What follows belongs to an exercise in optimizing a design on an open flow for small area, a short achievable clock period and few clock cycles; a production flow would make more cautious choices.
Only simulation tests tie the RTL to the original design; equivalence was not proved.

## flow/design.v (module list and top-level ports; edited modules follow where they fit)
// module mmi_mac: 6102 lines
// module mmi_fa: 10 lines
// module matrix_multiply_int: 377 lines
module matrix_multiply_int (
  input  wire logic                clk_i,
  input  wire logic                rst_ni,
  input  wire logic                in_valid_i,
  output logic                     in_ready_o,
  input  wire logic signed [15:0]  in_element_i,
  output logic                     out_valid_o,
  input  wire logic                out_ready_i,
  output logic signed [35:0]       out_product_o,
  output logic [2:0]               out_row_o,
  output logic [2:0]               out_col_o,
  output logic                     out_last_o,
  output logic                     out_not_possible_o,
  input  wire logic                cfg_valid_i,
  output logic                     cfg_ready_o,
  input  wire logic [3:0]          cfg_index_i,
  input  wire logic [3:0]          cfg_data_i
);
  // ...
==> flow/run.sh <==
#!/bin/bash
# synth_recipe.tcl (not shown) runs the flow's synth.tcl, then flattens the netlist and writes it again
# the make line also repeats each setting of config.mk as NAME=value (left out here)
make -C /OpenROAD-flow-scripts/flow DESIGN_CONFIG=/design/flow/config.mk WORK_HOME=/design/flow/orfs CLKGATE_MAP_FILE= SYNTH_SCRIPT=/design/flow/synth_recipe.tcl finish
==> flow/config.mk <==
export PLATFORM = sky130hd
export DESIGN_NAME = matrix_multiply_int
export DESIGN_NICKNAME = matrix_multiply_int
export VERILOG_FILES = /design/flow/design.v
export SDC_FILE = /design/flow/constraint.sdc
export NUM_CORES = 4
export LEC_CHECK = 0
export ABC_CLOCK_PERIOD_IN_PS = 2500
export CAP_MARGIN = 20
export CORE_MARGIN = 2
export CORE_UTILIZATION = 60
export CTS_CLUSTER_DIAMETER = 100
export CTS_CLUSTER_SIZE = 24
export PLACE_DENSITY = 0.72
export SETUP_SLACK_MARGIN = 4.4
export SLEW_MARGIN = 20
export SYNTH_HIERARCHICAL = 1
==> flow/constraint.sdc <==
create_clock -name core_clock -period 7.5 [get_ports {clk_i}]
set_input_delay 1.5000 -clock core_clock [delete_from_list [all_inputs] [get_ports {clk_i}]]
set_output_delay 1.5000 -clock core_clock [all_outputs]
set_load 0.01 [all_outputs]
==> out/summary.md, run 1 <==
## Routing
* Post-Route WL: 538000 microns
* detailed router's first-iteration violation count: 17.5k
* # DRC: 0
* metal2 WL: 231000 microns
* met3 wire length: 82600 microns

## Global route
* global-route total usage across every layer: 0.394
* antenna violations before repair: 54
* fraction of met3 tracks used by global routing: 0.151

## Timing
* fin. max-slew vios: 0
* time the final worst path needs with I/O delays and setup: 3140 ps
* Hold WS: 326 ps
* slew at the pin closest to its max-slew limit: 1150 ps
* timing-limited maximum frequency: 319 MHz

## CTS
* number of buffers inserted for hold repair after clock tree synthesis: 0
* clk sink count: 3318
* H-tree levels: 4

## Place
* minimum setup slack after placement: 2970 ps

## Job
* Max-Cap Viols: 0

## Critical path
* total stage count of the critical path: 6
* library cell contributing the largest single delay on the critical path: fa_1
* Worst Setup Start Kind: flop
* Critical Path Start: b_two_q[27]
* cell family with the largest share of critical-path delay: adder cells

## Status
* run status: finished clean

## Final layout
* Layout Cell Area excl Fill: 0.170 sq mm
* fraction of area in registers: 0.541
* post-layout utilization of the core: 0.647
* final sequential cell count: 3318

## Synth
* Post-Syn Instances: 10.5k
* Post-Syn Area: 0.159 sq mm

## Die
* area of the core: 0.263 sq mm
* number of tap instances: 3515

Testbench counts, summed over its fixed seeds: cycles 8,009.
==> run 2, diff against run 1 <==
--- a/flow/config.mk
+++ b/flow/config.mk
@@ -12,6 +12,6 @@
 export CTS_CLUSTER_DIAMETER = 100
 export CTS_CLUSTER_SIZE = 24
 export PLACE_DENSITY = 0.72
-export SETUP_SLACK_MARGIN = 4.4
+export SETUP_SLACK_MARGIN = 4.5
 export SLEW_MARGIN = 20
 export SYNTH_HIERARCHICAL = 1
==> run 2 against run 1 <==
- still clean on timing, DRC and antenna
- area after synthesis stayed put
- critical path depth is 1 lower
- critical path type unchanged
- critical endpoint is now b_two_q[27]
==> out/summary.md, run 2 <==
## Synth
* top cell type's share of synthesized area: 0.460
* dominant cell type by area after synthesis: edfxtp_1
* leading cell type by number of instances after synthesis: edfxtp_1
* Post-Syn Instances: 10.5k, unchanged
* Post-Syn Area: 0.159 sq mm, unchanged
* Synth Flop Type: edfxtp_1
* number of enable-type register cells in the synthesized netlist: 2430
* synthesis warning total: 8
* async set-reset flop share out of synthesis: 0.0503
* largest cells by area after synthesis: edfxtp_1 46%, fa_1 14%, dfxtp_1 9.1%
* syn avg cell area: 15.1 sq um
* top post-synthesis cells by count: 2430 x edfxtp_1, 1784 x a22oi_1, 1114 x xnor2_1
* Distinct cells, synth: 80
* share of synthesized area occupied by flip-flops and latches: 0.578
* post-synthesis register bit count: 3318

## Final layout
* final cell count without fillers: 14.1k
* top library cells by usage in the layout, fill and taps aside: 2430 x edfxtp_1, 1775 x a22oi_1, 1111 x xnor2_1
* Area growth syn-to-layout: 8.00%
* top flop regs: amem_q x1024, bmem_q x1024, u_dot.c1_q x366
* post-layout utilization of the core: 0.652, +0.00540
* filler instances: 18.4k
* share of post-route cells with drive strength above 1: 0.150
* most common library cell in the layout ignoring fill and taps: edfxtp_1
* fin nets: 11.7k

## Die
* area of the core: 0.263 sq mm, unchanged
* die width: 518 microns
* floorplan die area: 0.268 sq mm
* starting density of the core: 0.604
* number of rows created at floorplan: 188
* boundary pin count: 76
* Die H: 518 microns

## Critical path
* critical path data arrival time: 3890 ps
* Slowest Stage Delay on Critical Path: 860 ps
* Data required, critical path: 8200 ps
* critical path class: flop to flop
* Worst Setup Start Kind: flop
* Reg2Reg Depth: 5
* capturing point of the worst reg2reg path: b_two_q[27]
* Worst R2R Setup Slack: 4310 ps
* cell family with the largest share of critical-path delay: compound AO/OA/AOI/OAI gates
* top fanout value on the critical path: 68
* CP cell instances: buf_8, a22oi_1, and4_1, or3_1, a21oi_1
* library cell contributing the largest single delay on the critical path: dfrtp_4
* FF-to-FF Start: oj_q[5]
* worst path buffer plus inverter count: 1
* Setup crit end kind: flop

## Routing
* detailed router's first-iteration violation count: 18.3k, +4.3%
* count of nets left with antenna violations after detail routing: 0
* # DRC: 0, unchanged
* Wirelength per Cell: 39.4 microns
* number of detailed-routing iterations run before antenna repair: 13
* Post-Route WL: 556000 microns, +3.3%
* via total after detailed routing: 102k
* per-cell via count in the routed design: 7.21

## Timing
* Slew Limit Headroom: 0.227
* Setup-failing EPs final: 0
* Clock Skew: 89.7 ps
* final setup TNS: 0 ps
* slew at the pin closest to its max-slew limit: 1160 ps, +9.16 ps
* Final Hold Vio Count: 0
* timing-limited maximum frequency: 314 MHz, -1.6%
* time the final worst path needs with I/O delays and setup: 3190 ps, +50.7 ps
* period utilisation layout: 0.425
* setup repair after global routing missed its margin: yes
* fin. max-slew vios: 0, unchanged

## Place
* number of buffers inserted by port buffering: 74
* routability congestion estimate from global placement: 1.09
* post-detailed-placement half-perimeter wirelength: 365000 microns
* cell count after placement: 13.4k

## Hold path
* depth of the worst hold-timing path: 0
* Worst Hold Launch: u_dot.c2_q[5]
* Worst Hold Endpoint: u_dot.c3_q[5]
* Worst Hold Class: flop to flop

## CTS
* number of buffers inserted during clock tree synthesis: 163
* Clock Tree Root: clkbuf_16
* clk sink count: 3318, unchanged
* Clock Latency Late Sink: 920 ps
* Max Buffers Root-to-Sink: 3
* number of buffers inserted for hold repair after clock tree synthesis: 0, unchanged
* CTS tree: built
* clock transition at the registers of the reported paths: 100 ps
* H-tree levels: 4, unchanged

## Global route
* wire length of the first global-routing pass: 755000 microns
* global-route total usage across every layer: 0.401, +0.00636
* pin count of the biggest net entering global routing: 129
* number of global-route vias before repair: 98.6k
* antenna violations before repair: 51, -5.6%
* remaining global-route overflow: 0

## Status
* run status: finished clean

## Job
* Max-Cap Viols: 0, unchanged

-- run 2: changes by cell type in the layout (fill, tap and decap cells not counted), moves of 29 or more --
cell             previous run  this run
buf_4                     397       334
and3_4                    105       167
fa_1                     1089      1043
fa_2                        6        52
buf_6                      15        54
dfxtp_4                    27        63
buf_2                      11        41
clkdlybuf4s15_1            29         0
-- run 2: modules after synthesis, one instance, submodules excluded --
module	cell area [sq um]	cells	flops+latches	copies in the design
mmi_mac	34500	3339	529	1
mmi_fa	20.0	1	0	1088
matrix_multiply_int	102000	6094	2789	1
-- run 2: worst max-delay path by stage --
stage,endpoint,start,slack (ps),depth (start not counted)
after floorplan,fifo_q[111],out_ready_i,4430,7
after global placement,fifo_q[117],out_ready_i,2980,8
after detailed placement,fifo_q[122],out_ready_i,2990,8
after CTS,out_product_o[33],out_d_q[33],4430,1
after global routing,out_product_o[33],out_d_q[33],4420,1
final,b_two_q[27],oj_q[5],4310,5
-- run 2: through the flow --
| stage | area, sq um | setup slack [ps] | hold slack (ps) |
|---|---|---|---|
| after floorplan | 159000 | 4430 | 310 |
| after global placement | 159000 | 2980 | 316 |
| after detailed placement | 159000 | 2990 | 313 |
| after CTS | 169000 | 4430 | 341 |
| after global routing | 171000 | 4420 | 348 |
| final | 171000 | 4310 | 342 |
-- run 2: area by class of cell --
cell class | count | area (sq um) | area share
Tap cell | 3515 | 4400 | 0.0257
Timing Repair Buffer | 637 | 7220 | 0.0422
Timing Repair inverter | 4 | 30.0 | 0.000175
Multi-Input combinational cell | 6241 | 62200 | 0.363
Sequential cell | 3318 | 92000 | 0.537
Clock inverter | 31 | 624 | 0.00365
Antenna cell | 32 | 80.1 | 0.000468
Inverter | 83 | 337 | 0.00197
Clock buffer | 238 | 4380 | 0.0256
-- run 2: kinds of logic (layout without fill, tap and decap cells) --
logic type                 Yosys count  in the layout  synth area share
muxes                               75             75           0.00571
and+or+nand+nor                   1189           1252            0.0392
buffers and inverters             1029            993            0.0422
AOI/OAI and AO/OA                 2506           2506             0.123
DFF                               3318           3318             0.578
adders and majority gates         1185           1185             0.145
xor gates and xnor gates          1216           1216            0.0672
other                                3             39         0.0000710
-- run 2: layer usage --
layer / up-vias / track usage / share of wire
met5: - / 0.00462 / 0.0015
met4: 30 / 0.219 / 0.068
met3: 2043 / 0.162 / 0.16
met2: 8970 / 0.573 / 0.43
met1: 51575 / 0.523 / 0.35
li1: 39088 / - / -
-- run 2: what timing repair did --
| action | in CTS | in global routing |
|---|---|---|
| buffers inserted | 260 | 59 |
| hold endpoints to repair | 0 | 0 |
| endpoints found under the setup margin | 3012 | 2479 |
| gates cloned | 13 | 61 |
| gates resized for setup | 624 | 280 |
| pin swaps | 14 | 55 |
==> module matrix_multiply_int, before the edit <==
module matrix_multiply_int (
  input  wire logic                clk_i,
  input  wire logic                rst_ni,
  input  wire logic                in_valid_i,
  output logic                     in_ready_o,
  input  wire logic signed [15:0]  in_element_i,
  output logic                     out_valid_o,
  input  wire logic                out_ready_i,
  output logic signed [35:0]       out_product_o,
  output logic [2:0]               out_row_o,
  output logic [2:0]               out_col_o,
  output logic                     out_last_o,
  output logic                     out_not_possible_o,
  input  wire logic                cfg_valid_i,
  output logic                     cfg_ready_o,
  input  wire logic [3:0]          cfg_index_i,
  input  wire logic [3:0]          cfg_data_i
);
  localparam int DOT_LAT = 3;             
  localparam int FIFO_N  = DOT_LAT + 2;   
  localparam int CAP     = FIFO_N + 1;    
  logic [2:0] m1_q, n1_q, p1_q, q1_q;
  logic [2:0] cfg_used;
  logic       cfg_hit;
  assign cfg_ready_o = 1'b1;
  assign cfg_hit     = cfg_valid_i && (cfg_index_i[3:2] == 2'b00);
  assign cfg_used    = (cfg_data_i == 4'd0) ? 3'd0 :
                       (cfg_data_i[3])      ? 3'd7 : 3'(cfg_data_i - 4'd1);
  always_ff @(posedge clk_i or negedge rst_ni) begin
    if (!rst_ni) begin
      m1_q <= '0;
      n1_q <= '0;
      p1_q <= '0;
      q1_q <= '0;
    end else if (cfg_hit) begin
      case (cfg_index_i[1:0])
        2'd0:    m1_q <= cfg_used;
        2'd1:    n1_q <= cfg_used;
        2'd2:    p1_q <= cfg_used;
        default: q1_q <= cfg_used;
      endcase
    end
  end
  logic mismatch;
  assign mismatch = (n1_q != p1_q);
  logic       in_rdy_q;
  logic       acc;
  logic       ld_b_q;
  logic [7:0] ld_r_q, ld_c_q;
  logic       col_last, row_last;
  assign in_ready_o = in_rdy_q;
  assign acc        = in_valid_i && in_rdy_q;
  assign col_last   = ld_b_q ? ld_c_q[q1_q] : ld_c_q[n1_q];
  assign row_last   = ld_b_q ? ld_r_q[n1_q] : ld_r_q[m1_q];
  always_ff @(posedge clk_i or negedge rst_ni) begin
    if (!rst_ni) begin
      ld_b_q  <= 1'b0;
      ld_r_q  <= 8'd1;
      ld_c_q  <= 8'd1;
      lbank_q <= 1'b0;
    end else if (cfg_hit) begin
      ld_b_q  <= 1'b0;
      ld_r_q  <= 8'd1;
      ld_c_q  <= 8'd1;
      lbank_q <= 1'b0;
    end else if (acc && !mismatch) begin
      if (col_last) begin
        ld_c_q <= 8'd1;
        if (row_last) begin
          ld_r_q <= 8'd1;
          ld_b_q <= !ld_b_q;
          if (ld_b_q) lbank_q <= dbl && !lbank_q;
        end else begin
          ld_r_q <= {ld_r_q[6:0], 1'b0};
        end
      end else begin
        ld_c_q <= {ld_c_q[6:0], 1'b0};
      end
    end
  end
  typedef struct packed {
    logic        np;       
    logic        b;        
    logic        last;     
    logic        lrow;     
    logic        bank;     
    logic [7:0]  r;
    logic [7:0]  c;
    logic [15:0] d;
  } elem_t;
  elem_t e_new, h_q, s_q;
  logic  dbl, lbank_q;
  logic  h_v_q, s_v_q, h_go, h_ok;
  logic  s_v_d;
  assign e_new.np   = mismatch;
  assign e_new.b    = ld_b_q && !mismatch;
  assign e_new.last = ld_b_q && !mismatch && col_last && row_last;
  assign e_new.lrow = ld_b_q && !mismatch && row_last;
  assign dbl        = (n1_q <= 3'd3);
  assign e_new.bank = lbank_q;
  assign e_new.r    = (lbank_q && ld_b_q)  ? {ld_r_q[3:0], 4'b0} : ld_r_q;
  assign e_new.c    = (lbank_q && !ld_b_q) ? {ld_c_q[3:0], 4'b0} : ld_c_q;
  assign e_new.d    = in_element_i;
  assign h_go = h_v_q && h_ok;
  always_comb begin
    s_v_d = s_v_q;
    if (h_go || !h_v_q) s_v_d = s_v_q && acc;
    else if (acc)       s_v_d = 1'b1;
  end
  always_ff @(posedge clk_i or negedge rst_ni) begin
    if (!rst_ni) begin
      h_v_q    <= 1'b0;
      s_v_q    <= 1'b0;
      in_rdy_q <= 1'b0;
    end else begin
      if (h_go || !h_v_q) h_v_q <= s_v_q || acc;
      s_v_q    <= s_v_d;
      in_rdy_q <= !s_v_d;
    end
  end
  always_ff @(posedge clk_i) begin
    if (h_go || !h_v_q) begin
      h_q <= s_v_q ? s_q : e_new;
    end
    if (acc && (s_v_q || (h_v_q && !h_go))) begin
      s_q <= e_new;
    end
  end
  logic       act_q;            
  logic       own_q;            
  logic [7:0] col_rdy_q;        
  logic       commit, flush;
  logic [7:0] oi_q, oj_q;       
  logic [7:0] a_lat_q;          
  logic [7:0] b_lat_q;          
  logic       sbank_q;          
  logic       issue, credit_ok, np_go, start;
  logic [CAP-1:0] cth_q, cth_d;  
  logic       cok_q, cok_d, own_d;
  assign credit_ok = cok_q;
  assign issue     = act_q && credit_ok && (!own_q || |(oj_q & col_rdy_q));
  assign start     = h_go && h_q.lrow && !own_q;
  assign commit    = h_go && h_q.last;
  assign flush     = cfg_hit;
  always_comb begin
    if (h_q.np)       h_ok = !act_q && credit_ok;
    else if (own_q)   h_ok = 1'b1;
    else if (!act_q)  h_ok = 1'b1;
    else if (h_q.bank != sbank_q) h_ok = !h_q.lrow;
    else if (h_q.b)   h_ok = !h_q.lrow && |(h_q.c & b_lat_q);
    else              h_ok = |(h_q.r & a_lat_q);
  end
  assign np_go = h_go && h_q.np;
  always_ff @(posedge clk_i or negedge rst_ni) begin
    if (!rst_ni) begin
      act_q   <= 1'b0;
      oi_q    <= 8'd1;
      oj_q    <= 8'd1;
      a_lat_q <= '0;
      b_lat_q <= '0;
      sbank_q <= 1'b0;
    end else if (flush) begin
      act_q   <= 1'b0;
      oi_q    <= 8'd1;
      oj_q    <= 8'd1;
    end else if (start) begin
      act_q   <= 1'b1;
      sbank_q <= h_q.bank;
      oi_q    <= 8'd1;
      oj_q    <= 8'd1;
      a_lat_q <= '0;
      b_lat_q <= '0;
    end else if (issue) begin
      if (oj_q[0])      a_lat_q <= a_lat_q | oi_q;
      if (oi_q[m1_q])   b_lat_q <= b_lat_q | oj_q;
      if (oj_q[q1_q]) begin
        oj_q <= 8'd1;
        if (oi_q[m1_q]) begin
          oi_q  <= 8'd1;
          act_q <= 1'b0;
        end else begin
          oi_q <= {oi_q[6:0], 1'b0};
        end
      end else begin
        oj_q <= {oj_q[6:0], 1'b0};
      end
    end
  end
  assign own_d = (flush || commit) ? 1'b0 : (start ? 1'b1 : own_q);
  always_ff @(posedge clk_i or negedge rst_ni) begin
    if (!rst_ni) begin
      own_q     <= 1'b0;
      col_rdy_q <= '0;
    end else begin
      own_q <= own_d;
      if (flush || commit) begin
        col_rdy_q <= '0;
      end else if (start) begin
        col_rdy_q <= h_q.c;
      end else if (h_go && !h_q.np && own_q) begin
        col_rdy_q <= col_rdy_q | h_q.c;
      end
    end
  end
  logic [63:0][15:0] amem_q, bmem_q;
  logic [7:0][15:0]  arow, bcol;
  logic [7:0][15:0]  arow_q;
  logic [63:0]       b_neg_d, b_one_d, b_two_d;
  logic [63:0]       b_neg_q, b_one_q, b_two_q;
  for (genvar e = 0; e < 64; e++) begin : g_store
    always_ff @(posedge clk_i) begin
      if (h_go && !h_q.np && !h_q.b && h_q.r[e/8] && h_q.c[e%8]) amem_q[e] <= h_q.d;
      if (h_go && !h_q.np &&  h_q.b && h_q.r[e/8] && h_q.c[e%8]) bmem_q[e] <= h_q.d;
    end
  end
  always_comb begin
    arow = '0;
    bcol = '0;
    for (int i = 0; i < 8; i++) begin
      for (int k = 0; k < 8; k++) begin
        arow[k] = arow[k] | (amem_q[i*8+k] & {16{oi_q[i]}});
        bcol[k] = bcol[k] | (bmem_q[k*8+i] & {16{oj_q[i]}});
      end
    end
  end
  for (genvar k = 0; k < 8; k++) begin : g_enc
    logic [16:0] bx;
    logic        use_k;
    assign bx    = {bcol[k], 1'b0};
    assign use_k = sbank_q ? (k >= 4 && 3'(k % 4) <= n1_q) : (3'(k) <= n1_q);
    for (genvar j = 0; j < 8; j++) begin : g_dig
      assign b_neg_d[k*8+j] = use_k && bx[2*j+2];
      assign b_one_d[k*8+j] = use_k && (bx[2*j+1] ^ bx[2*j]);
      assign b_two_d[k*8+j] = use_k && ((bx[2*j+2] && !bx[2*j+1] && !bx[2*j]) ||
                                        (!bx[2*j+2] && bx[2*j+1] && bx[2*j]));
    end
  end
  always_ff @(posedge clk_i) begin
    b_neg_q <= b_neg_d;
    b_one_q <= b_one_d;
    b_two_q <= b_two_d;
    if (issue && oj_q[0]) begin
      arow_q <= arow;
    end
  end
  logic [34:0] dx, dy, dsum;
  logic [DOT_LAT:0] pv_q;       
  mmi_mac u_dot (
    .clk_i   (clk_i),
    .a_neg_i (b_neg_q),
    .a_one_i (b_one_q),
    .a_two_i (b_two_q),
    .b_i     (arow_q),
    .x_o     (dx),
    .y_o     (dy)
  );
  assign dsum = dx + dy;
  always_ff @(posedge clk_i or negedge rst_ni) begin
    if (!rst_ni)    pv_q <= '0;
    else if (flush) pv_q <= '0;
    else            pv_q <= {pv_q[DOT_LAT-1:0], issue};
  end
  logic        push, push_np, w_v, np_v_q;
  logic [35:0] push_d;
  logic [FIFO_N-1:0][36:0] fifo_q;
  logic [FIFO_N-1:0] rd_q, wr_q;    
  logic [FIFO_N-1:0] fth_q;         
  logic [36:0] head;
  logic        fifo_ne, out_free, load_out, fifo_wr, fifo_rd;
  logic [36:0] src;
  logic        out_v_q;
  logic [2:0]  or_i_q, or_j_q;
  logic        xfer;
  logic [6:0]  owe_q;           
  logic [6:0]  mq_q, owe_p, owe_pm, owe_n, owe_m;
  logic        owe_nz, direct, src_ok;
  assign w_v     = pv_q[DOT_LAT];
  assign push    = w_v || np_v_q;
  assign push_np = np_v_q;
  assign push_d  = np_v_q ? 36'd0 : {dsum[34], dsum};
  assign owe_p    = owe_q + mq_q;
  assign owe_pm   = owe_q + mq_q - 7'd1;
  assign owe_n    = owe_q + 7'd1;
  assign owe_m    = owe_q - 7'd1;
  always_comb begin
    if (flush)                        cth_d = CAP'(out_v_q && !xfer);
    else if ((issue || np_go) && !xfer) cth_d = {cth_q[CAP-2:0], 1'b1};
    else if (!(issue || np_go) && xfer) cth_d = {1'b0, cth_q[CAP-1:1]};
    else                              cth_d = cth_q;
    cok_d = own_d ? !cth_d[CAP-2] : !cth_d[CAP-1];
  end
  assign owe_nz   = (owe_q != 7'd0);
  assign fifo_ne  = fth_q[0];
  assign out_free = !out_v_q || out_ready_i;
  always_comb begin
    head = '0;
    for (int e = 0; e < FIFO_N; e++) head = head | (fifo_q[e] & {37{rd_q[e]}});
  end
  assign src      = fifo_ne ? head : {push_np, push_d};
  assign src_ok   = (fifo_ne || push) && owe_nz;
  assign load_out = out_free && src_ok;
  assign fifo_rd  = load_out && fifo_ne;
  assign direct   = load_out && !fifo_ne;
  assign fifo_wr  = push && !direct;
  assign xfer     = out_v_q && out_ready_i;
  for (genvar e = 0; e < FIFO_N; e++) begin : g_fifo
    always_ff @(posedge clk_i) begin
      if (fifo_wr && wr_q[e]) fifo_q[e] <= {push_np, push_d};
    end
  end
  always_ff @(posedge clk_i or negedge rst_ni) begin
    if (!rst_ni) begin
      rd_q   <= FIFO_N'(1);
      wr_q   <= FIFO_N'(1);
      fth_q  <= '0;
      cth_q  <= '0;
      np_v_q <= 1'b0;
      out_v_q <= 1'b0;
      or_i_q <= '0;
      or_j_q <= '0;
      owe_q  <= '0;
      mq_q   <= 7'd1;
      cok_q  <= 1'b1;
    end else begin
      mq_q  <= 7'((4'(m1_q) + 4'd1) * (4'(q1_q) + 4'd1));
      cok_q  <= cok_d;
      cth_q  <= cth_d;
      np_v_q <= np_go && !flush;
      if (flush) begin
        wr_q   <= FIFO_N'(1);
        rd_q   <= FIFO_N'(1);
        fth_q  <= '0;
      end else begin
        if (fifo_wr) wr_q <= {wr_q[FIFO_N-2:0], wr_q[FIFO_N-1]};
        if (fifo_rd) rd_q <= {rd_q[FIFO_N-2:0], rd_q[FIFO_N-1]};
        if (fifo_wr && !fifo_rd)      fth_q <= {fth_q[FIFO_N-2:0], 1'b1};
        else if (fifo_rd && !fifo_wr) fth_q <= {1'b0, fth_q[FIFO_N-1:1]};
      end
      if (out_free) out_v_q <= src_ok;
      if (commit)      owe_q <= load_out ? owe_pm : owe_p;
      else if (np_v_q) owe_q <= load_out ? owe_q : owe_n;
      else if (load_out) owe_q <= owe_m;
      if (load_out && !src[36]) begin
        if (or_j_q == q1_q) begin
          or_j_q <= '0;
          or_i_q <= (or_i_q == m1_q) ? 3'd0 : or_i_q + 3'd1;
        end else begin
          or_j_q <= or_j_q + 3'd1;
        end
      end
    end
  end
  logic [35:0] out_d_q;
  logic [2:0]  out_row_q, out_col_q;
  logic        out_last_q, out_np_q;
  always_ff @(posedge clk_i or negedge rst_ni) begin
    if (!rst_ni) begin
      out_d_q    <= '0;
      out_np_q   <= 1'b0;
      out_row_q  <= '0;
      out_col_q  <= '0;
      out_last_q <= 1'b0;
    end else if (load_out) begin
      out_d_q    <= src[35:0];
      out_np_q   <= src[36];
      out_row_q  <= src[36] ? 3'd0 : or_i_q;
      out_col_q  <= src[36] ? 3'd0 : or_j_q;
      out_last_q <= !src[36] && (or_i_q == m1_q) && (or_j_q == q1_q);
    end
  end
  assign out_valid_o        = out_v_q;
  assign out_product_o      = out_d_q;
  assign out_row_o          = out_row_q;
  assign out_col_o          = out_col_q;
  assign out_last_o         = out_last_q;
  assign out_not_possible_o = out_np_q;
endmodule
==> run 3, diff against run 2 <==
--- a/flow/design.v
+++ b/flow/design.v
@@ -6478,14 +6478,8 @@
   logic [35:0] out_d_q;
   logic [2:0]  out_row_q, out_col_q;
   logic        out_last_q, out_np_q;
-  always_ff @(posedge clk_i or negedge rst_ni) begin
-    if (!rst_ni) begin
-      out_d_q    <= '0;
-      out_np_q   <= 1'b0;
-      out_row_q  <= '0;
-      out_col_q  <= '0;
-      out_last_q <= 1'b0;
-    end else if (load_out) begin
+  always_ff @(posedge clk_i) begin
+    if (load_out) begin
       out_d_q    <= src[35:0];
       out_np_q   <= src[36];
       out_row_q  <= src[36] ? 3'd0 : or_i_q;
--- a/flow/config.mk
+++ b/flow/config.mk
@@ -12,6 +12,6 @@
 export CTS_CLUSTER_DIAMETER = 100
 export CTS_CLUSTER_SIZE = 24
 export PLACE_DENSITY = 0.72
-export SETUP_SLACK_MARGIN = 4.5
+export SETUP_SLACK_MARGIN = 4.6
 export SLEW_MARGIN = 20
 export SYNTH_HIERARCHICAL = 1
==> run 3 against run 2 <==
- wire length down 1.4%
- area after synthesis about the same
- via count down 1.5%
- flip-flop and latch count unchanged
- critical path type unchanged
==> out/summary.md, run 3 <==
## Critical path
* CP cell instances: buf_4, clkbuf_16, a22oi_2, xnor2_2, fa_2, fa_2, fa_2
* capturing point of the worst reg2reg path: u_dot.c1_q[172]
* top fanout value on the critical path: 5, -93%
* critical path class: flop to flop
* Reg2Reg Depth: 7, +2
* cell repeated most along the worst path: fa_2
* critical path data arrival time: 3880 ps, about the same
* FF-to-FF Start: arow_q[71]
* Slowest Stage Delay on Critical Path: 680 ps, -180 ps
* Worst R2R Setup Slack: 4430 ps, +120 ps
* Worst Setup Start Kind: flop
* Data required, critical path: 8320 ps, +120 ps
* library cell contributing the largest single delay on the critical path: fa_2
* Setup crit end kind: flop

## Timing
* Setup-failing EPs final: 0, unchanged
* timing-limited maximum frequency: 326 MHz, +4.0%
* period utilisation layout: 0.409, -0.0163
* Clock Skew: 125 ps, +35.5 ps
* final setup TNS: 0 ps, unchanged
* slew at the pin closest to its max-slew limit: 1120 ps, -41.7 ps
* time the final worst path needs with I/O delays and setup: 3070 ps, -123 ps
* Slew Limit Headroom: 0.255, +0.0278
* setup repair after global routing missed its margin: yes
* Final Hold Vio Count: 0, unchanged
* fin. max-slew vios: 0, unchanged

## Final layout
* most common library cell in the layout ignoring fill and taps: edfxtp_1
* Area growth syn-to-layout: 9.02%
* top flop regs: amem_q x1024, bmem_q x1024, u_dot.c1_q x366
* post-layout utilization of the core: 0.658, +0.00594
* fin nets: 11.6k, -0.53%
* share of post-route cells with drive strength above 1: 0.187, +0.0364
* top library cells by usage in the layout, fill and taps aside: 2473 x edfxtp_1, 1694 x a22oi_1, 1055 x xnor2_1

## Die
* area of the core: 0.263 sq mm, unchanged
* number of rows created at floorplan: 188, unchanged
* starting density of the core: 0.604, about the same
* floorplan die area: 0.268 sq mm, about the same
* Die H: 518 microns, about the same
* boundary pin count: 76, unchanged
* die width: 518 microns, about the same

## Global route
* global-route total usage across every layer: 0.398, -0.00269
* antenna violations before repair: 29, -43%
* remaining global-route overflow: 0, unchanged
* wire length of the first global-routing pass: 751000 microns, -0.44%
* number of global-route vias before repair: 96.9k, -1.7%
* pin count of the biggest net entering global routing: 129, unchanged

## Hold path
* Worst Hold Endpoint: u_dot.c3_q[1]
* Worst Hold Class: flop to flop
* depth of the worst hold-timing path: 0, unchanged
* Worst Hold Launch: u_dot.c2_q[1]

## Place
* post-detailed-placement half-perimeter wirelength: 359000 microns, -1.5%
* routability congestion estimate from global placement: 1.01, -7.7%
* number of buffers inserted by port buffering: 74, unchanged

## Synth
* synthesis warning total: 8, unchanged
* Post-Syn Area: 0.158 sq mm, about the same
* largest cells by area after synthesis: edfxtp_1 47%, fa_1 14%, dfxtp_1 9.1%
* async set-reset flop share out of synthesis: 0.0374, -0.0130
* number of enable-type register cells in the synthesized netlist: 2473, +1.8%
* top post-synthesis cells by count: 2473 x edfxtp_1, 1786 x a22oi_1, 1118 x xnor2_1
* post-synthesis register bit count: 3318, unchanged
* leading cell type by number of instances after synthesis: edfxtp_1
* Post-Syn Instances: 10.4k, -0.97%
* syn avg cell area: 15.2 sq um, +0.95%
* dominant cell type by area after synthesis: edfxtp_1
* Synth Flop Type: edfxtp_1
* share of synthesized area occupied by flip-flops and latches: 0.579, +0.00154
* Distinct cells, synth: 88, +10%
* top cell type's share of synthesized area: 0.469, +0.00829

## CTS
* number of buffers inserted for hold repair after clock tree synthesis: 0, unchanged
* clock transition at the registers of the reported paths: 90 ps, about the same
* number of buffers inserted during clock tree synthesis: 172, +5.5%
* Clock Tree Root: clkbuf_16
* H-tree levels: 4, unchanged
* clk sink count: 3318, unchanged
* Clock Latency Late Sink: 950 ps, +30 ps
* CTS tree: built
* Max Buffers Root-to-Sink: 4, +1

## Status
* run status: finished clean

## Routing
* Post-Route WL: 548000 microns, -1.4%
* count of nets left with antenna violations after detail routing: 0, unchanged
* detailed router's first-iteration violation count: 17.3k, -5.5%
* via total after detailed routing: 100k, -1.5%
* Wirelength per Cell: 39.1 microns, -0.79%
* number of detailed-routing iterations run before antenna repair: 10, -3
* per-cell via count in the routed design: 7.15, -0.91%
* # DRC: 0, unchanged

## Job
* Max-Cap Viols: 0, unchanged

-- run 3: cell types whose count changed in the layout (fill, tap and decap cells not counted), sizes merged, moves of 33 or more --
cell,before,now
buf,601,666
nand2,242,179
and3,198,148
dfrtp,159,116
edfxtp,2430,2473
o21ai,160,127
-- run 3: repair_timing --
| action | CTS | global route |
|---|---|---|
| setup endpoints to repair | 3134 | 2578 |
| gates resized for setup | 784 | 483 |
| setup buffers | 272 | 90 |
| pin swaps | 84 | 350 |
| gates cloned | 13 | 20 |
-- run 3: how the worst max path moves through the flow --
| stage | slack [ps] | startpoint | cells past startpoint | end |
|---|---|---|---|---|
| 4_1_cts | 4370 | u_dot.c3_q[1] | 11 | out_d_q[34] |
| 6_report | 4430 | arow_q[71] | 7 | u_dot.c1_q[172] |
| 2_1_floorplan | 4080 | oj_q[0] | 5 | arow_q[0] |
| 3_5_place_dp | 3140 | out_ready_i | 7 | wr_q[0] |
| 3_3_place_gp | 3210 | out_ready_i | 9 | owe_q[6] |
| 5_1_grt | 4400 | u_dot.c3_q[1] | 11 | fifo_q[146] |
-- run 3: cell families after synthesis --
kind of cell               share of synthesized area
AOI/OAI and AO/OA                              0.123
xor gates and xnor gates                      0.0670
adders and majority gates                      0.145
buffers and inverters                         0.0418
DFF                                            0.579
muxes                                        0.00504
other                                      0.0000711
and+or+nand+nor                               0.0381
-- run 3: per-layer routing --
layer	up-vias	share of wire	GRT usage
li1	38872	-	-
met5	-	0.0011	0.00231
met2	8501	0.43	0.568
met4	24	0.072	0.221
met1	51085	0.35	0.535
met3	1723	0.15	0.140
-- run 3: stage by stage --
step                cell area (sq um)  std cells  hold slack, ps  setup slack (ps)
floorplan                      159000      10423             310              4080
global placement               159000      13330             316              3210
global route                   173000      14002             346              4400
CTS                            169000      13878             330              4370
detailed placement             159000      13331             314              3140
finish                         173000      14018             334              4430
-- run 3: worst max-delay path, delay by kind of cell (launching register included) --
family,cells,cell delay [ps]
AOI/OAI and AO/OA,1,220
buffers and inverters,2,370
adders and majority gates,3,1770
DFF,1,450
xor gates and xnor gates,1,110
-- run 3: modules after synthesis (local to each module, per instance) --
| module | cell area, sq um | cells inside | copies in the design |
|---|---|---|---|
| matrix_multiply_int | 102000 | 5992 | 1 |
| mmi_mac | 34500 | 3339 | 1 |
| mmi_fa | 20.0 | 1 | 1088 |
-- run 3: final cells by class --
type / instances / area [sq um]
inverter: 72 / 275
tap: 3515 / 4400
clock buffer: 238 / 4660
multi-input combinational: 6117 / 62900
antenna: 29 / 72.6
fill: 18211 / 89800
clock inverter: 24 / 335
timing repair buffer: 705 / 7890
sequential: 3318 / 92200
Testbench counts of run 3, summed over its fixed seeds: cycles 8,009.
==> run 4, diff against run 3 <==
--- a/flow/config.mk
+++ b/flow/config.mk
@@ -12,6 +12,6 @@
 export CTS_CLUSTER_DIAMETER = 100
 export CTS_CLUSTER_SIZE = 24
 export PLACE_DENSITY = 0.72
-export SETUP_SLACK_MARGIN = 4.6
+export SETUP_SLACK_MARGIN = 4.7
 export SLEW_MARGIN = 20
 export SYNTH_HIERARCHICAL = 1
==> run 4 against run 3 <==
- area after synthesis is the same
- first-iteration DRC count rose by 1.6%
- flip-flop and latch count stayed put
- critical path type unchanged
- critical endpoint is now u_dot.c1_q[22]
==> out/summary.md, run 4 <==
## Global route
* wire length of the first global-routing pass: 753000 microns, +0.27%
* global-route total usage across every layer: 0.399, +0.000831
* antenna violations before repair: 50, +72%
* number of global-route vias before repair: 97.7k, +0.83%
* remaining global-route overflow: 0, unchanged
* pin count of the biggest net entering global routing: 101, -22%

## CTS
* number of buffers inserted during clock tree synthesis: 172, unchanged
* Clock Tree Root: clkbuf_16
* H-tree levels: 4, unchanged
* clk sink count: 3318, unchanged
* Max Buffers Root-to-Sink: 4, unchanged
* CTS tree: built
* clock transition at the registers of the reported paths: 100 ps, about the same
* Clock Latency Late Sink: 950 ps, about the same

## Timing
* Clock Skew: 94.2 ps, -31.1 ps
* timing-limited maximum frequency: 328 MHz, +0.49%
* Final Hold Vio Count: 0, unchanged
* final setup TNS: 0 ps, unchanged
* time the final worst path needs with I/O delays and setup: 3050 ps, -14.9 ps
* Setup-failing EPs final: 0, unchanged
* period utilisation layout: 0.407, -0.00199
* setup repair after global routing missed its margin: yes
* fin. max-slew vios: 0, unchanged
* slew at the pin closest to its max-slew limit: 1070 ps, -43.9 ps
* Slew Limit Headroom: 0.284, +0.0292

## Routing
* detailed router's first-iteration violation count: 17.5k, +1.6%
* count of nets left with antenna violations after detail routing: 0, unchanged
* # DRC: 0, unchanged
* via total after detailed routing: 103k, +2.6%
* per-cell via count in the routed design: 7.23, +1.1%
* Wirelength per Cell: 40.2 microns, +2.7%
* topmost layer with routed signal wires: met5
* number of detailed-routing iterations run before antenna repair: 9, -1
* Post-Route WL: 572000 microns, +4.3%
* met3 wire length: 89700 microns, +8.6%
* Routed met1 length: 194000 microns, +1.3%
* metal2 WL: 243000 microns, +4.2%

## Die
* area of the core: 0.263 sq mm, unchanged
* die width: 518 microns, unchanged
* starting density of the core: 0.604, unchanged
* Die H: 518 microns, unchanged
* number of rows created at floorplan: 188, unchanged
* boundary pin count: 76, unchanged
* floorplan die area: 0.268 sq mm, unchanged

## Critical path
* top fanout value on the critical path: 7, +2
* capturing point of the worst reg2reg path: u_dot.c1_q[22]
* critical path data arrival time: 3790 ps, -90 ps
* Critical Path Start: arow_q[80]
* worst path buffer plus inverter count: 2, unchanged
* Data required, critical path: 8240 ps, -80 ps
* library cell contributing the largest single delay on the critical path: fa_2
* cell repeated most along the worst path: fa_2
* Setup crit end kind: flop
* cell family with the largest share of critical-path delay: adder cells
* FF-to-FF Start: arow_q[80]
* destination of the critical timing path: u_dot.c1_q[22]
* Worst Setup Start Kind: flop
* critical path class: flop to flop
* Reg2Reg Depth: 7, unchanged
* Slowest Stage Delay on Critical Path: 780 ps, +100 ps
* CP cell instances: buf_6, buf_12, a22oi_2, xnor2_2, fa_2, fa_2, fa_2
* Worst R2R Setup Slack: 4450 ps, about the same
* total stage count of the critical path: 7, unchanged

## Synth
* largest cells by area after synthesis: edfxtp_1 47%, fa_1 14%, dfxtp_1 9.1%
* Simple-Gate Fraction of Synth Area: 0.0381, unchanged
* async set-reset flop share out of synthesis: 0.0374, unchanged
* number of enable-type register cells in the synthesized netlist: 2473, unchanged
* Post-Syn Instances: 10.4k, unchanged
* post-synthesis register bit count: 3318, unchanged
* Post-Syn Area: 0.158 sq mm, unchanged
* top cell type's share of synthesized area: 0.469, unchanged
* xor and xnor area share after synthesis: 0.0670, unchanged
* Synth Flop Type: edfxtp_1
* synthesis warning total: 8, unchanged
* synthesized-area fraction occupied by ao, oa, aoi and oai cells: 0.123, unchanged
* top post-synthesis cells by count: 2473 x edfxtp_1, 1786 x a22oi_1, 1118 x xnor2_1
* share of synthesized area occupied by flip-flops and latches: 0.579, unchanged
* dominant combinational cell family by area after synthesis: adder cells
* leading cell type by number of instances after synthesis: edfxtp_1
* Distinct cells, synth: 88, unchanged
* multiplexer area fraction after synthesis: 0.00504, unchanged
* arithmetic-cell share of the synthesized area counting full adders, half adders and majority gates: 0.145, unchanged
* dominant cell type by area after synthesis: edfxtp_1
* syn avg cell area: 15.2 sq um, unchanged

## Place
* routability congestion estimate from global placement: 1.05, +4.6%
* number of buffers inserted by port buffering: 74, unchanged
* post-detailed-placement half-perimeter wirelength: 358000 microns, -0.43%
* cell count after placement: 13.3k, -0.12%

## Final layout
* Area growth syn-to-layout: 12.1%
* filler instances: 17.6k, -3.3%
* Seq. cell area: 0.0923 sq mm, about the same
* fin nets: 11.8k, +2.0%
* final cell count without fillers: 14.2k, +1.5%
* most common library cell in the layout ignoring fill and taps: edfxtp_1
* share of post-route cells with drive strength above 1: 0.236, +0.0492
* combined area of the multi-input logic cells: 0.0649 sq mm, +3.1%
* top flop regs: amem_q x1024, bmem_q x1024, u_dot.c1_q x366
* top library cells by usage in the layout, fill and taps aside: 2473 x edfxtp_1, 1587 x a22oi_1, 1020 x xnor2_1

## Job
* Max-Cap Viols: 0, unchanged

## Hold path
* Worst Hold Class: flop to flop

## Status
* run status: finished clean

-- run 4: per-layer routing --
| layer | global-route usage | vias to the layer above |
|---|---|---|
| met5 | 0.00142 | - |
| met1 | 0.532 | 52248 |
| li1 | - | 39421 |
| met2 | 0.574 | 9160 |
| met3 | 0.140 | 1951 |
| met4 | 0.220 | 26 |
-- run 4: timing repair --
item                       4_1_cts  5_1_grt
buffers inserted               378      155
hold buffers                     0        0
resized for setup             1178      628
setup endpoints to repair     3169     2787
pin swaps                      366      484
cloned                          14      101
-- run 4: worst reg2reg max path, delay by kind of cell (launching register included) --
kind                     cells  cell delay (ps)
flip-flops                   1              430
AO/OA/AOI/OAI                1              230
XOR/XNOR                     1              150
adder cells (fa/ha/maj)      3             1780
buffers and inverters        2              300
-- run 4: how the worst min path moves through the flow --
| stage | slack [ps] | end | cells after the start | start |
|---|---|---|---|---|
| 2_1_floorplan | 310 | u_dot.c2_q[0] | 0 | u_dot.c1_q[0] |
| 3_3_place_gp | 320 | u_dot.c3_q[1] | 0 | u_dot.c2_q[1] |
| 3_5_place_dp | 310 | u_dot.c3_q[1] | 0 | u_dot.c2_q[1] |
| 4_1_cts | 330 | u_dot.c3_q[1] | 0 | u_dot.c2_q[1] |
| 5_1_grt | 340 | u_dot.c3_q[1] | 0 | u_dot.c2_q[1] |
| 6_report | 330 | u_dot.c3_q[1] | 0 | u_dot.c2_q[1] |
-- run 4: per-stage QoR --
| stage | setup WS [ps] | utilization | hold WS, ps | instance area, sq um |
|---|---|---|---|---|
| final | 4450 | 0.677 | 330 | 178000 |
| after global routing | 4400 | 0.677 | 341 | 178000 |
| after CTS | 4380 | 0.655 | 330 | 172000 |
| after detailed placement | 3080 | 0.607 | 312 | 159000 |
| after global placement | 3100 | 0.607 | 317 | 159000 |
| after floorplan | 4080 | - | 310 | 159000 |
-- run 4: layout make-up --
class / count / area share
repair buffers: 887 / 0.0615
well taps: 3515 / 0.0248
flip-flops and latches: 3318 / 0.519
clock buffers: 222 / 0.0255
clock inverters: 25 / 0.00182
inverters: 72 / 0.00162
multi-input cells: 6171 / 0.365
diodes: 16 / 0.000225
-- run 4: cells by family after synthesis --
kind of cell               count (synthesis)
DFF                                     3318
AOI/OAI and AO/OA                       2502
xor gates and xnor gates                1213
adders and majority gates               1185
and+or+nand+nor                         1127
buffers and inverters                   1007
muxes                                     64
other                                      3
-- run 4: modules after synthesis (local to each module, per instance) --
module | cells | flops+latches
matrix_multiply_int | 5992 | 2789
mmi_mac | 3339 | 529
mmi_fa | 1 | 0

==> static timing again, ports no longer ideal <==
In the flow no input, the clock included, has a driving cell. The finished layouts below were timed again as built, in two steps. Step 1: set_driving_cell puts a clkbuf_16 on clk_i and a buf_2 on each other input, an assumption about the parent block. Step 2 adds t to the input delays and takes it off the output delays; t is the mean of the earliest and latest rising clock arrival at the registers after step 1. Input paths then give back, and output paths get back, about the clock's delay inside the block. Slacks: ideal / step 1 / step 2; pairs: ideal / step 1.
run	t (ns)	setup WS [ns]	pins driven straight from the clock port
run 1	0.962	4.362 / 4.338 / 3.680	1
run 2	0.979	4.312 / 4.312 / 3.657	1
run 3	0.981	4.434 / 4.388 / 3.824	1
run 4	1.002	4.449 / 4.393 / 3.879	1
After both steps every run listed still meets setup and hold. For run 1, which loses most, drivers alone change the setup slack by -0.024 ns; drivers and shift together by -0.682 ns.
